Background: an optimization exercise with open tools, aiming at a short achievable clock period and few clock cycles per item. Do not read the settings as production practice. In this exercise RTL edits were held to simulation tests only and were not proved equivalent to the original. No activity file was given, so power comes from the tool's default toggle rates.

`design/flow/design.v`:
```
package tst_pkg;
    localparam int MAX_STRIPS_DEF = 10;
    localparam int COORD_BITS_DEF = 16;
    localparam int VEC_BITS    = 48;
    localparam int STRIP_BITS  = 4;
    localparam int SLOT_BITS   = 3;
    localparam int REM_BITS    = 4;
    localparam int LANES       = 3;
    localparam int LEG_LANES   = 6;
    localparam int QUEUE_DEPTH = 2;
    localparam logic [SLOT_BITS-1:0] SLOT_STRIP_END = 3'd5;
    localparam logic [SLOT_BITS-1:0] SLOT_TOP_END   = 3'd2;
    typedef enum logic [1:0] {
        F_IDLE,
        F_DIV,
        F_PUSH
    } front_state_t;
    typedef enum logic [1:0] {
        B_IDLE,
        B_STRIP,
        B_TOP
    } back_state_t;
    localparam int JOB_BITS_DEF = 6 * LANES * COORD_BITS_DEF + STRIP_BITS
                                + LEG_LANES * (COORD_BITS_DEF + REM_BITS + 1);
endpackage
import tst_pkg::*;
module tst_front
#(
    parameter int MAX_STRIPS = MAX_STRIPS_DEF,
    parameter int COORD_BITS = COORD_BITS_DEF
)
(
    input  logic                            clk,
    input  logic                            rst_n,
    input  logic                            start,
    output logic                            busy,
    input  logic [VEC_BITS-1:0]             corner_bottom_left,
    input  logic [VEC_BITS-1:0]             corner_bottom_right,
    input  logic [VEC_BITS-1:0]             corner_top,
    input  logic [VEC_BITS-1:0]             normal_left,
    input  logic [VEC_BITS-1:0]             normal_right,
    input  logic [VEC_BITS-1:0]             normal_top,
    input  logic [STRIP_BITS-1:0]           subdivision_count,
    input  logic                            queue_full,
    output logic                            push,
    output logic [(6 * LANES * COORD_BITS + STRIP_BITS + LEG_LANES * (COORD_BITS + REM_BITS + 1))-1:0] job
);
    localparam int CB    = COORD_BITS;
    localparam int VW    = LANES * CB;
    localparam int CNT_W = $clog2(CB + 1);
    tst_pkg::front_state_t state_reg, state_next;
    logic                  accept;
    logic                  div_step;
    logic [CNT_W-1:0]      cnt_reg;
    logic [VW-1:0]         bl_reg, br_reg, tp_reg, nl_reg, nr_reg, nt_reg;
    logic [STRIP_BITS-1:0] n_reg, n_sat;
    logic [CB-1:0]         dq_reg  [LEG_LANES];
    logic [REM_BITS-1:0]   dr_reg  [LEG_LANES];
    logic                  sg_reg  [LEG_LANES];
    logic [LEG_LANES*CB-1:0]       q_flat;
    logic [LEG_LANES*REM_BITS-1:0] r_flat;
    logic [LEG_LANES-1:0]          s_flat;
    always_comb
    begin
        if (subdivision_count == '0)
            n_sat = STRIP_BITS'(1);
        else if (subdivision_count > STRIP_BITS'(MAX_STRIPS))
            n_sat = STRIP_BITS'(MAX_STRIPS);
        else
            n_sat = subdivision_count;
    end
    always_comb
    begin
        state_next = state_reg;
        case (state_reg)
            F_IDLE:
            begin
                if (start)
                    state_next = F_DIV;
            end
            F_DIV:
            begin
                if (cnt_reg == CNT_W'(CB - 1))
                    state_next = F_PUSH;
            end
            F_PUSH:
            begin
                if (!queue_full)
                    state_next = F_IDLE;
            end
            default:
            begin
                state_next = F_IDLE;
            end
        endcase
    end
    always_comb
    begin
        busy     = (state_reg != F_IDLE);
        accept   = start && (state_reg == F_IDLE);
        div_step = (state_reg == F_DIV);
        push     = (state_reg == F_PUSH) && !queue_full;
    end
    always_ff @(posedge clk or negedge rst_n)
    begin
        if (!rst_n)
        begin
            state_reg <= F_IDLE;
            cnt_reg   <= '0;
        end
        else
        begin
            state_reg <= state_next;
            if (accept)
                cnt_reg <= '0;
            else if (div_step)
                cnt_reg <= cnt_reg + CNT_W'(1);
        end
    end
    always_ff @(posedge clk)
    begin
        if (accept)
        begin
            bl_reg <= corner_bottom_left[VW-1:0];
            br_reg <= corner_bottom_right[VW-1:0];
            tp_reg <= corner_top[VW-1:0];
            nl_reg <= normal_left[VW-1:0];
            nr_reg <= normal_right[VW-1:0];
            nt_reg <= normal_top[VW-1:0];
            n_reg  <= n_sat;
        end
    end
    for (genvar j = 0; j < LEG_LANES; j++)
    begin : g_div
        localparam int LANE = j % LANES;
        logic [CB-1:0]         base_lane, top_lane;
        logic [CB:0]           diff, mag;
        logic [REM_BITS:0]     trial;
        logic                  fits;
        assign base_lane = (j < LANES) ? corner_bottom_left[LANE*CB +: CB]
                                       : corner_bottom_right[LANE*CB +: CB];
        assign top_lane  = corner_top[LANE*CB +: CB];
        assign diff      = {top_lane[CB-1], top_lane} - {base_lane[CB-1], base_lane};
        assign mag       = diff[CB] ? (CB+1)'(-diff) : diff;
        assign trial     = {dr_reg[j], dq_reg[j][CB-1]};
        assign fits      = (trial >= {1'b0, n_reg});
        always_ff @(posedge clk)
        begin
            if (accept)
            begin
                dq_reg[j] <= mag[CB-1:0];
                dr_reg[j] <= '0;
                sg_reg[j] <= diff[CB];
            end
            else if (div_step)
            begin
                dq_reg[j] <= {dq_reg[j][CB-2:0], fits};
                dr_reg[j] <= fits ? REM_BITS'(trial - {1'b0, n_reg}) : trial[REM_BITS-1:0];
            end
        end
        assign q_flat[j*CB +: CB]             = dq_reg[j];
        assign r_flat[j*REM_BITS +: REM_BITS] = dr_reg[j];
        assign s_flat[j]                      = sg_reg[j];
    end
    assign job = {s_flat, r_flat, q_flat, n_reg, nt_reg, nr_reg, nl_reg, tp_reg, br_reg, bl_reg};
endmodule
import tst_pkg::*;
module tst_queue
#(
    parameter int DATA_W = JOB_BITS_DEF
)
(
    input  logic              clk,
    input  logic              rst_n,
    input  logic              push,
    input  logic [DATA_W-1:0] wr_data,
    output logic              full,
    input  logic              pop,
    output logic [DATA_W-1:0] rd_data,
    output logic              empty
);
    localparam int PTR_W = (QUEUE_DEPTH > 1) ? $clog2(QUEUE_DEPTH) : 1;
    localparam int CNT_W = $clog2(QUEUE_DEPTH + 1);
    logic [DATA_W-1:0] entry_reg [QUEUE_DEPTH];
    logic [PTR_W-1:0]  wr_ptr_reg, rd_ptr_reg;
    logic [CNT_W-1:0]  count_reg;
    assign full    = (count_reg == CNT_W'(QUEUE_DEPTH));
    assign empty   = (count_reg == '0);
    assign rd_data = entry_reg[rd_ptr_reg];
    always_ff @(posedge clk)
    begin
        if (push)
            entry_reg[wr_ptr_reg] <= wr_data;
    end
    always_ff @(posedge clk or negedge rst_n)
    begin
        if (!rst_n)
        begin
            wr_ptr_reg <= '0;
            rd_ptr_reg <= '0;
            count_reg  <= '0;
        end
        else
        begin
            if (push)
                wr_ptr_reg <= wr_ptr_reg + PTR_W'(1);
            if (pop)
                rd_ptr_reg <= rd_ptr_reg + PTR_W'(1);
            if (push && !pop)
                count_reg <= count_reg + CNT_W'(1);
            else if (pop && !push)
                count_reg <= count_reg - CNT_W'(1);
        end
    end
endmodule
import tst_pkg::*;
module tst_back
#(
    parameter int COORD_BITS = COORD_BITS_DEF
)
(
    input  logic                            clk,
    input  logic                            rst_n,
    input  logic                            empty,
    input  logic [(6 * LANES * COORD_BITS + STRIP_BITS + LEG_LANES * (COORD_BITS + REM_BITS + 1))-1:0] rd_data,
    output logic                            pop,
    output logic                            vertex_valid,
    output logic [VEC_BITS-1:0]             vertex_position,
    output logic [VEC_BITS-1:0]             vertex_normal,
    output logic                            last_vertex
);
    localparam int CB  = COORD_BITS;
    localparam int VW  = LANES * CB;
    localparam int O_N = 6 * VW;
    localparam int O_Q = O_N + STRIP_BITS;
    localparam int O_R = O_Q + LEG_LANES * CB;
    localparam int O_S = O_R + LEG_LANES * REM_BITS;
    tst_pkg::back_state_t state_reg, state_next;
    logic [VW-1:0]         bl_reg, br_reg, tp_reg, nl_reg, nr_reg, nt_reg;
    logic [STRIP_BITS-1:0] n_reg, job_n;
    logic [STRIP_BITS-1:0] strip_index_reg;
    logic [SLOT_BITS-1:0]  vertex_slot_reg;
    logic [CB-1:0]         step_q_reg [LEG_LANES];
    logic [REM_BITS-1:0]   step_r_reg [LEG_LANES];
    logic                  sg_reg     [LEG_LANES];
    logic [CB-1:0]         cur_q_reg  [LEG_LANES];
    logic [REM_BITS-1:0]   cur_r_reg  [LEG_LANES];
    logic [CB-1:0]         nxt_q_reg  [LEG_LANES];
    logic [REM_BITS-1:0]   nxt_r_reg  [LEG_LANES];
    logic [VW-1:0]         l_cur, r_cur, l_nxt, r_nxt;
    logic [VW-1:0]         pos_sel, nrm_sel;
    logic                  emit, advance, finish, last_strip;
    logic                  vertex_valid_reg, last_vertex_reg;
    logic [VEC_BITS-1:0]   vertex_position_reg, vertex_normal_reg;
    assign job_n      = rd_data[O_N +: STRIP_BITS];
    assign last_strip = (strip_index_reg + STRIP_BITS'(1)) == (n_reg - STRIP_BITS'(1));
    always_comb
    begin
        state_next = state_reg;
        case (state_reg)
            B_IDLE:
            begin
                if (!empty)
                    state_next = (job_n > STRIP_BITS'(1)) ? B_STRIP : B_TOP;
            end
            B_STRIP:
            begin
                if (vertex_slot_reg == SLOT_STRIP_END && last_strip)
                    state_next = B_TOP;
            end
            B_TOP:
            begin
                if (vertex_slot_reg == SLOT_TOP_END)
                    state_next = B_IDLE;
            end
            default:
            begin
                state_next = B_IDLE;
            end
        endcase
    end
    always_comb
    begin
        pop     = 1'b0;
        emit    = 1'b0;
        advance = 1'b0;
        finish  = 1'b0;
        pos_sel = l_cur;
        nrm_sel = nl_reg;
        case (state_reg)
            B_IDLE:
            begin
                pop = !empty;
            end
            B_STRIP:
            begin
                emit    = 1'b1;
                advance = (vertex_slot_reg == SLOT_STRIP_END);
                case (vertex_slot_reg)
                    3'd1:
                    begin
                        pos_sel = r_cur;
                        nrm_sel = nr_reg;
                    end
                    3'd2, 3'd4:
                    begin
                        pos_sel = r_nxt;
                        nrm_sel = nr_reg;
                    end
                    3'd5:
                    begin
                        pos_sel = l_nxt;
                        nrm_sel = nl_reg;
                    end
                    default:
                    begin
                        pos_sel = l_cur;
                        nrm_sel = nl_reg;
                    end
                endcase
            end
            B_TOP:
            begin
                emit   = 1'b1;
                finish = (vertex_slot_reg == SLOT_TOP_END);
                case (vertex_slot_reg)
                    3'd0:
                    begin
                        pos_sel = l_cur;
                        nrm_sel = nl_reg;
                    end
                    3'd1:
                    begin
                        pos_sel = r_cur;
                        nrm_sel = nr_reg;
                    end
                    default:
                    begin
                        pos_sel = tp_reg;
                        nrm_sel = nt_reg;
                    end
                endcase
            end
            default:
            begin
                pop = 1'b0;
            end
        endcase
    end
    always_ff @(posedge clk or negedge rst_n)
    begin
        if (!rst_n)
        begin
            state_reg       <= B_IDLE;
            strip_index_reg <= '0;
            vertex_slot_reg <= '0;
        end
        else
        begin
            state_reg <= state_next;
            if (pop)
            begin
                strip_index_reg <= '0;
                vertex_slot_reg <= '0;
            end
            else if (emit)
            begin
                if (advance || finish)
                    vertex_slot_reg <= '0;
                else
                    vertex_slot_reg <= vertex_slot_reg + SLOT_BITS'(1);
                if (advance)
                    strip_index_reg <= strip_index_reg + STRIP_BITS'(1);
                else if (finish)
                    strip_index_reg <= '0;
            end
        end
    end
    always_ff @(posedge clk)
    begin
        if (pop)
        begin
            bl_reg <= rd_data[0*VW +: VW];
            br_reg <= rd_data[1*VW +: VW];
            tp_reg <= rd_data[2*VW +: VW];
            nl_reg <= rd_data[3*VW +: VW];
            nr_reg <= rd_data[4*VW +: VW];
            nt_reg <= rd_data[5*VW +: VW];
            n_reg  <= job_n;
        end
    end
    for (genvar j = 0; j < LEG_LANES; j++)
    begin : g_leg
        localparam int LANE = j % LANES;
        logic [REM_BITS:0]   sum_r;
        logic                wrap;
        logic [CB-1:0]       new_q;
        logic [REM_BITS-1:0] new_r;
        logic [CB-1:0]       base_lane, cur_pt, nxt_pt;
        assign sum_r = {1'b0, nxt_r_reg[j]} + {1'b0, step_r_reg[j]};
        assign wrap  = (sum_r >= {1'b0, n_reg});
        assign new_r = wrap ? REM_BITS'(sum_r - {1'b0, n_reg}) : sum_r[REM_BITS-1:0];
        assign new_q = nxt_q_reg[j] + step_q_reg[j] + CB'(wrap);
        assign base_lane = (j < LANES) ? bl_reg[LANE*CB +: CB] : br_reg[LANE*CB +: CB];
        assign cur_pt    = sg_reg[j] ? base_lane - cur_q_reg[j] : base_lane + cur_q_reg[j];
        assign nxt_pt    = sg_reg[j] ? base_lane - nxt_q_reg[j] : base_lane + nxt_q_reg[j];
        if (j < LANES)
        begin : g_left
            assign l_cur[LANE*CB +: CB] = cur_pt;
            assign l_nxt[LANE*CB +: CB] = nxt_pt;
        end
        else
        begin : g_right
            assign r_cur[LANE*CB +: CB] = cur_pt;
            assign r_nxt[LANE*CB +: CB] = nxt_pt;
        end
        always_ff @(posedge clk)
        begin
            if (pop)
            begin
                step_q_reg[j] <= rd_data[O_Q + j*CB +: CB];
                step_r_reg[j] <= rd_data[O_R + j*REM_BITS +: REM_BITS];
                sg_reg[j]     <= rd_data[O_S + j];
                cur_q_reg[j]  <= '0;
                cur_r_reg[j]  <= '0;
                nxt_q_reg[j]  <= rd_data[O_Q + j*CB +: CB];
                nxt_r_reg[j]  <= rd_data[O_R + j*REM_BITS +: REM_BITS];
            end
            else if (advance)
            begin
                cur_q_reg[j] <= nxt_q_reg[j];
                cur_r_reg[j] <= nxt_r_reg[j];
                nxt_q_reg[j] <= new_q;
                nxt_r_reg[j] <= new_r;
            end
        end
    end
    always_ff @(posedge clk or negedge rst_n)
    begin
        if (!rst_n)
        begin
            vertex_valid_reg <= 1'b0;
            last_vertex_reg  <= 1'b0;
        end
        else
        begin
            vertex_valid_reg <= emit;
            last_vertex_reg  <= finish;
        end
    end
    always_ff @(posedge clk)
    begin
        if (emit)
        begin
            vertex_position_reg <= VEC_BITS'(pos_sel);
            vertex_normal_reg   <= VEC_BITS'(nrm_sel);
        end
    end
    assign vertex_valid    = vertex_valid_reg;
    assign last_vertex     = last_vertex_reg;
    assign vertex_position = vertex_position_reg;
    assign vertex_normal   = vertex_normal_reg;
endmodule
import tst_pkg::*;
module triangle_strip_tessellator
#(
    parameter int MAX_STRIPS = MAX_STRIPS_DEF,
    parameter int COORD_BITS = COORD_BITS_DEF
)
(
    input  logic                  clk,
    input  logic                  rst_n,
    input  logic                  start,
    output logic                  busy,
    input  logic [VEC_BITS-1:0]   corner_bottom_left,
    input  logic [VEC_BITS-1:0]   corner_bottom_right,
    input  logic [VEC_BITS-1:0]   corner_top,
    input  logic [VEC_BITS-1:0]   normal_left,
    input  logic [VEC_BITS-1:0]   normal_right,
    input  logic [VEC_BITS-1:0]   normal_top,
    input  logic                  cfg_wr_en,
    input  logic [STRIP_BITS-1:0] cfg_wr_data,
    output logic                  vertex_valid,
    output logic [VEC_BITS-1:0]   vertex_position,
    output logic [VEC_BITS-1:0]   vertex_normal,
    output logic                  last_vertex
);
    localparam int JOB_W = (6 * LANES * COORD_BITS + STRIP_BITS + LEG_LANES * (COORD_BITS + REM_BITS + 1));
    logic [STRIP_BITS-1:0] subdivision_count_reg;
    logic                  push, pop, full, empty;
    logic [JOB_W-1:0]      wr_job, rd_job;
    always_ff @(posedge clk or negedge rst_n)
    begin
        if (!rst_n)
            subdivision_count_reg <= STRIP_BITS'(1);
        else if (cfg_wr_en)
            subdivision_count_reg <= cfg_wr_data;
    end
    tst_front #(
        .MAX_STRIPS (MAX_STRIPS),
        .COORD_BITS (COORD_BITS)
    ) u_front (
        .clk                 (clk),
        .rst_n               (rst_n),
        .start               (start),
        .busy                (busy),
        .corner_bottom_left  (corner_bottom_left),
        .corner_bottom_right (corner_bottom_right),
        .corner_top          (corner_top),
        .normal_left         (normal_left),
        .normal_right        (normal_right),
        .normal_top          (normal_top),
        .subdivision_count   (subdivision_count_reg),
        .queue_full          (full),
        .push                (push),
        .job                 (wr_job)
    );
    tst_queue #(
        .DATA_W (JOB_W)
    ) u_queue (
        .clk     (clk),
        .rst_n   (rst_n),
        .push    (push),
        .wr_data (wr_job),
        .full    (full),
        .pop     (pop),
        .rd_data (rd_job),
        .empty   (empty)
    );
    tst_back #(
        .COORD_BITS (COORD_BITS)
    ) u_back (
        .clk             (clk),
        .rst_n           (rst_n),
        .empty           (empty),
        .rd_data         (rd_job),
        .pop             (pop),
        .vertex_valid    (vertex_valid),
        .vertex_position (vertex_position),
        .vertex_normal   (vertex_normal),
        .last_vertex     (last_vertex)
    );
endmodule
```
`design/flow/run.sh`:
```
#!/bin/bash
# synth_recipe.tcl (not shown) runs the flow's synth.tcl, then flattens the netlist and writes it again
# the make line also repeats each setting of config.mk as NAME=value (left out here)
make -C /OpenROAD-flow-scripts/flow DESIGN_CONFIG=/design/flow/config.mk WORK_HOME=/design/flow/orfs CLKGATE_MAP_FILE= SYNTH_SCRIPT=/design/flow/synth_recipe.tcl finish
```
`design/flow/constraint.sdc`:
```
create_clock -name core_clock -period 5.5 [get_ports {clk}]
set_input_delay 1.1000 -clock core_clock [delete_from_list [all_inputs] [get_ports {clk}]]
set_output_delay 1.1000 -clock core_clock [all_outputs]
set_load 0.01 [all_outputs]
```
`design/flow/config.mk`:
```
export PLATFORM = sky130hd
export DESIGN_NAME = triangle_strip_tessellator
export DESIGN_NICKNAME = triangle_strip_tessellator
export VERILOG_FILES = /design/flow/design.v
export SDC_FILE = /design/flow/constraint.sdc
export NUM_CORES = 4
export LEC_CHECK = 0
export CAP_MARGIN = 20
export CORE_MARGIN = 2
export CORE_UTILIZATION = 40
export SLEW_MARGIN = 20
```
==> summary.txt <==
* CTS tree: done
* CP arrival at 5.83 ns
* Worst-path clk slew at 0.06 ns
* Status: finished clean
* Comb pwr share at 46.1%
* WL met3 at 16400 um
* DP HPWL at 186000 um
* Worst setup EP type: register
* CP max FO at 5
* Setup tns final at 0 ns
* Setup violators final at 0
* Total of max-cap violations at 0
* Compound-Gate Fraction of Synth Area at 11.1%
* Num rows at 180
* Die Height at 495 um
* Fin. Hold Viols at 0
* Fin crit share at 95.2%
* Post-synth ARST share at 1.29%
* Clock Skews at 0.0937 ns
* Initial DRC count at 5195
* Final Slew Violations at 0
* Non-filler cells, final at 11500
* Adder-cell share of the synthesized area at 6.98%
* Grt ovf at 0
* Synthesized area per cell at 12.7 um2
* # nets final at 8912
* Pint at 0.0440 W
* RSZ-0062 raised after global routing: no
* #FFs+latches synth at 2010
* Setup Buffers After CTS at 0
* First-pass GRT wire length at 386000 um
* Core footprint at 240000 um2
* Main area contributors after synthesis: edfxtp_1 58%, ha_1 6.0%, mux2_2 5.1%
* Sequential area share after synthesis at 61.1%
* Synth warn at 14
* Cells after DPL at 11100
* Synth-to-layout area growth at 16.0%
* Routed wire length at 264000 um
* Yosys top cell by area: edfxtp_1
* # port buffers at 394
* FMAX at 191 MHz
* Syn_nets at 8432
* First-pass iteration count of the detailed router at 7
* Final worst slack at 0.265 ns
* Clk root buf: clkbuf_16
* Die Width at 495 um
* Via density at 5.47
* Via count at 62800
* WL met2 at 118000 um
* Share of the synthesized area in the top cell type at 58.0%
* Clock latency on the worst-skew pair at 0.90 ns
* Initial antenna violation count at 24
* Final min period at 5.24 ns
* Hold WS at 0.314 ns
* R2r setup slk at 0.26 ns
* Cts bufs inserted at 216
* Simple-Gate Fraction of Synth Area at 8.12%
* Top-count cell post-synth: edfxtp_1
* Largest net degree at the start of global routing at 139
* Die area at 245000 um2
* Layout cell share with drive strength beyond 1 at 11.3%
* Yosys cell types at 90
* Post-Syn Area at 96600 um2
* Sequential power share at 34.4%
* Metal-1 WL at 119000 um
* Crit path launch type: register
* WL/cell at 23.0 um
* GRT Util Overall at 20.9%
* Worst Path Required at 6.09 ns
* XOR/XNOR Fraction of Synth Area at 5.01%
* Starting Density at 40.2%
* EDFF count, synth at 1864
* Commonest cells in the netlist: 1864 x edfxtp_1, 665 x nand2_1, 601 x a21oi_1
* IR Drop Worst-Case VDD at 0.527 mV
* Io pins at 395
* CP Class: register to register
* Post-route ant nets at 0
* Net switching share of the total power at 40.2%
* Power per cell area at 658 nW/um2
* Worst slew margin at 27.9%
* RD Place Congestion at 0.905
* Share of total power in the clock network at 19.5%
* Vias in the first global route at 60700
* H-tree depth at 4
* Switching pwr at 0.0297 W
* Worst Hold Class: input port to asynchronous set/reset pin
* Pleak at 39.5 nW
* Slew @ Worst Pin at 1.08 ns
* Main combinational cell family by area after synthesis: compound AO/OA/AOI/OAI gates
* Fraction of synthesized area in multiplexers at 5.42%
* Max reg flops at 836
* Clock Sinks at 2010
* Drt drc at 0
* Pre-CTS setup slack at 0.0520 ns
* Top FF cell, synth: edfxtp_1
* Max clock buf depth at 3
* Final Power at 0.0737 W
* DR top layer: met5
* Post-Syn Instances at 7626
worst paths after layout:
kind,depth (start not counted),startpoint,endpoint
worst max-delay path,21,u_back.nxt_r_reg[1][0],u_back.nxt_q_reg[1][14]
worst min-delay path,1,rst_n,subdivision_count_reg[1]
worst max register to register,21,u_back.nxt_r_reg[1][0],u_back.nxt_q_reg[1][14]
worst min register to register,0,u_front.tp_reg[37],u_queue.entry_reg[1][133]
max in group asynchronous,1,rst_n,u_queue.rd_ptr_reg
min in group core_clock,0,u_front.tp_reg[37],u_queue.entry_reg[1][133]
layer usage:
layer | GRT usage, % | vias to the layer above
met5 | 0 | -
li1 | - | 29400
met2 | 32.4 | 1885
met3 | 3.43 | 422
met1 | 29.5 | 31100
met4 | 7.89 | 26
power groups by stage:
stage	logic [W]	clock network, W	registers, W
floorplan	0.0231	0	0.0247
global placement	0.0332	0	0.0255
detailed placement	0.0338	0	0.0256
CTS	0.0340	0.0147	0.0253
global route	0.0373	0.0153	0.0257
finish	0.0340	0.0143	0.0253
cells in the final DEF, fill, tap and decap left out, types with 18 or more instances in the layout:
| cell | synthesis | layout |
|---|---|---|
| nand2b_1 | 49 | 49 |
| inv_1 | 334 | 330 |
| dfrtp_1 | 25 | 24 |
| o21bai_1 | 18 | 18 |
| buf_12 | 0 | 23 |
| buf_4 | 0 | 91 |
| o21ai_0 | 422 | 421 |
| or3_1 | 44 | 44 |
| edfxtp_1 | 1864 | 1864 |
| a31oi_1 | 51 | 51 |
| nand2_1 | 665 | 661 |
| xnor2_1 | 387 | 387 |
| a31o_2 | 18 | 18 |
| dfxtp_1 | 120 | 120 |
| mux2_2 | 435 | 435 |
| a211oi_1 | 32 | 32 |
| a21oi_1 | 601 | 597 |
| clkinv_2 | 0 | 39 |
| clkdlybuf4s50_1 | 0 | 393 |
| clkbuf_16 | 0 | 216 |
| nor4_1 | 45 | 45 |
| o22ai_1 | 24 | 24 |
| a21boi_0 | 38 | 30 |
| o31ai_1 | 40 | 40 |
| nor3_1 | 145 | 144 |
| clkbuf_1 | 219 | 53 |
| a21o_1 | 110 | 110 |
| xor2_1 | 166 | 166 |
| nand3_1 | 90 | 90 |
| a22oi_1 | 132 | 132 |
| nor2b_1 | 71 | 67 |
| o221ai_1 | 18 | 18 |
| a211o_1 | 19 | 19 |
| nor2_1 | 539 | 533 |
| fa_1 | 48 | 48 |
| o21a_1 | 64 | 64 |
| clkinv_1 | 3 | 37 |
| mux2i_1 | 34 | 34 |
| ha_1 | 462 | 461 |
metrics by stage:
| stage | area (um2) | util, % |
|---|---|---|
| 3_3_place_gp | 105000 | 43.6 |
| 3_5_place_dp | 105000 | 43.7 |
| 5_1_grt | 112000 | 46.6 |
| 4_1_cts | 112000 | 46.6 |
| 6_report | 112000 | 46.6 |
| 2_1_floorplan | 96600 | - |
layout make-up:
cell class	count	area (um2)
fill	21100	128000
clock inverter	122	1290
tap	3185	3990
sequential	2010	59000
antenna	16	40.0
multi-input combinational	5032	35500
timing repair buffer	508	5080
clock buffer	278	5730
inverter	338	1290
cell families after synthesis:
family          after synthesis
buf+inv                     584
xor+xnor                    553
compound gates             1741
flops                      2010
fa+ha+maj                   510
simple gates               1759
mux                         469
repair_timing:
action / CTS / global route
hold buffers: 0 / 0
resized for setup: 0 / 14
endpoints found under the setup margin: 0 / 7
worst max-delay path: stages, from the launching register on:
cell and delay, ns:
edfxtp_1 0.37, ha_1 0.24, fa_1 0.42, xor2_1 0.21, ha_1 0.38, a21o_1 0.17
a31o_2 0.11, a21oi_1 0.06, buf_4 0.16, fa_1 0.41, fa_1 0.42, nor2b_1 0.12
o21ai_0 0.11, a21boi_0 0.29, o21ai_0 0.14, a21boi_0 0.25, o21ai_0 0.14, a21oi_1 0.25
nor3_1 0.09, o41ai_1 0.40, xnor2_1 0.15, o21ai_0 0.08
Testbench counts, summed over its fixed seeds: cycles 10,358, vertices 9,852.

static timing again, ports no longer ideal:
The flow's constraints put no driver on any port. The routed layout listed below was extracted and timed again, unchanged, in two steps.
Step 1 assumes that a clkbuf_16 drives the clock port and a buf_2 every other input.
Step 2 adds t to the input delays and takes it off the output delays; t is the mean of the earliest and latest rising clock arrival at the registers after step 1. Input paths then give back, and output paths get back, about the clock's delay inside the block.
a / b / c = ideal ports / drivers / drivers and shift; a / b = the first two.
t (ns): 0.944
slack for setup (ns): 0.265 / 0.265 / 0.191
clock arrival spread, ns: 0.113 / 0.113
After both steps this run still meets setup and hold. For this run, drivers alone change the setup slack by 0.000 ns; drivers and shift together by -0.074 ns.
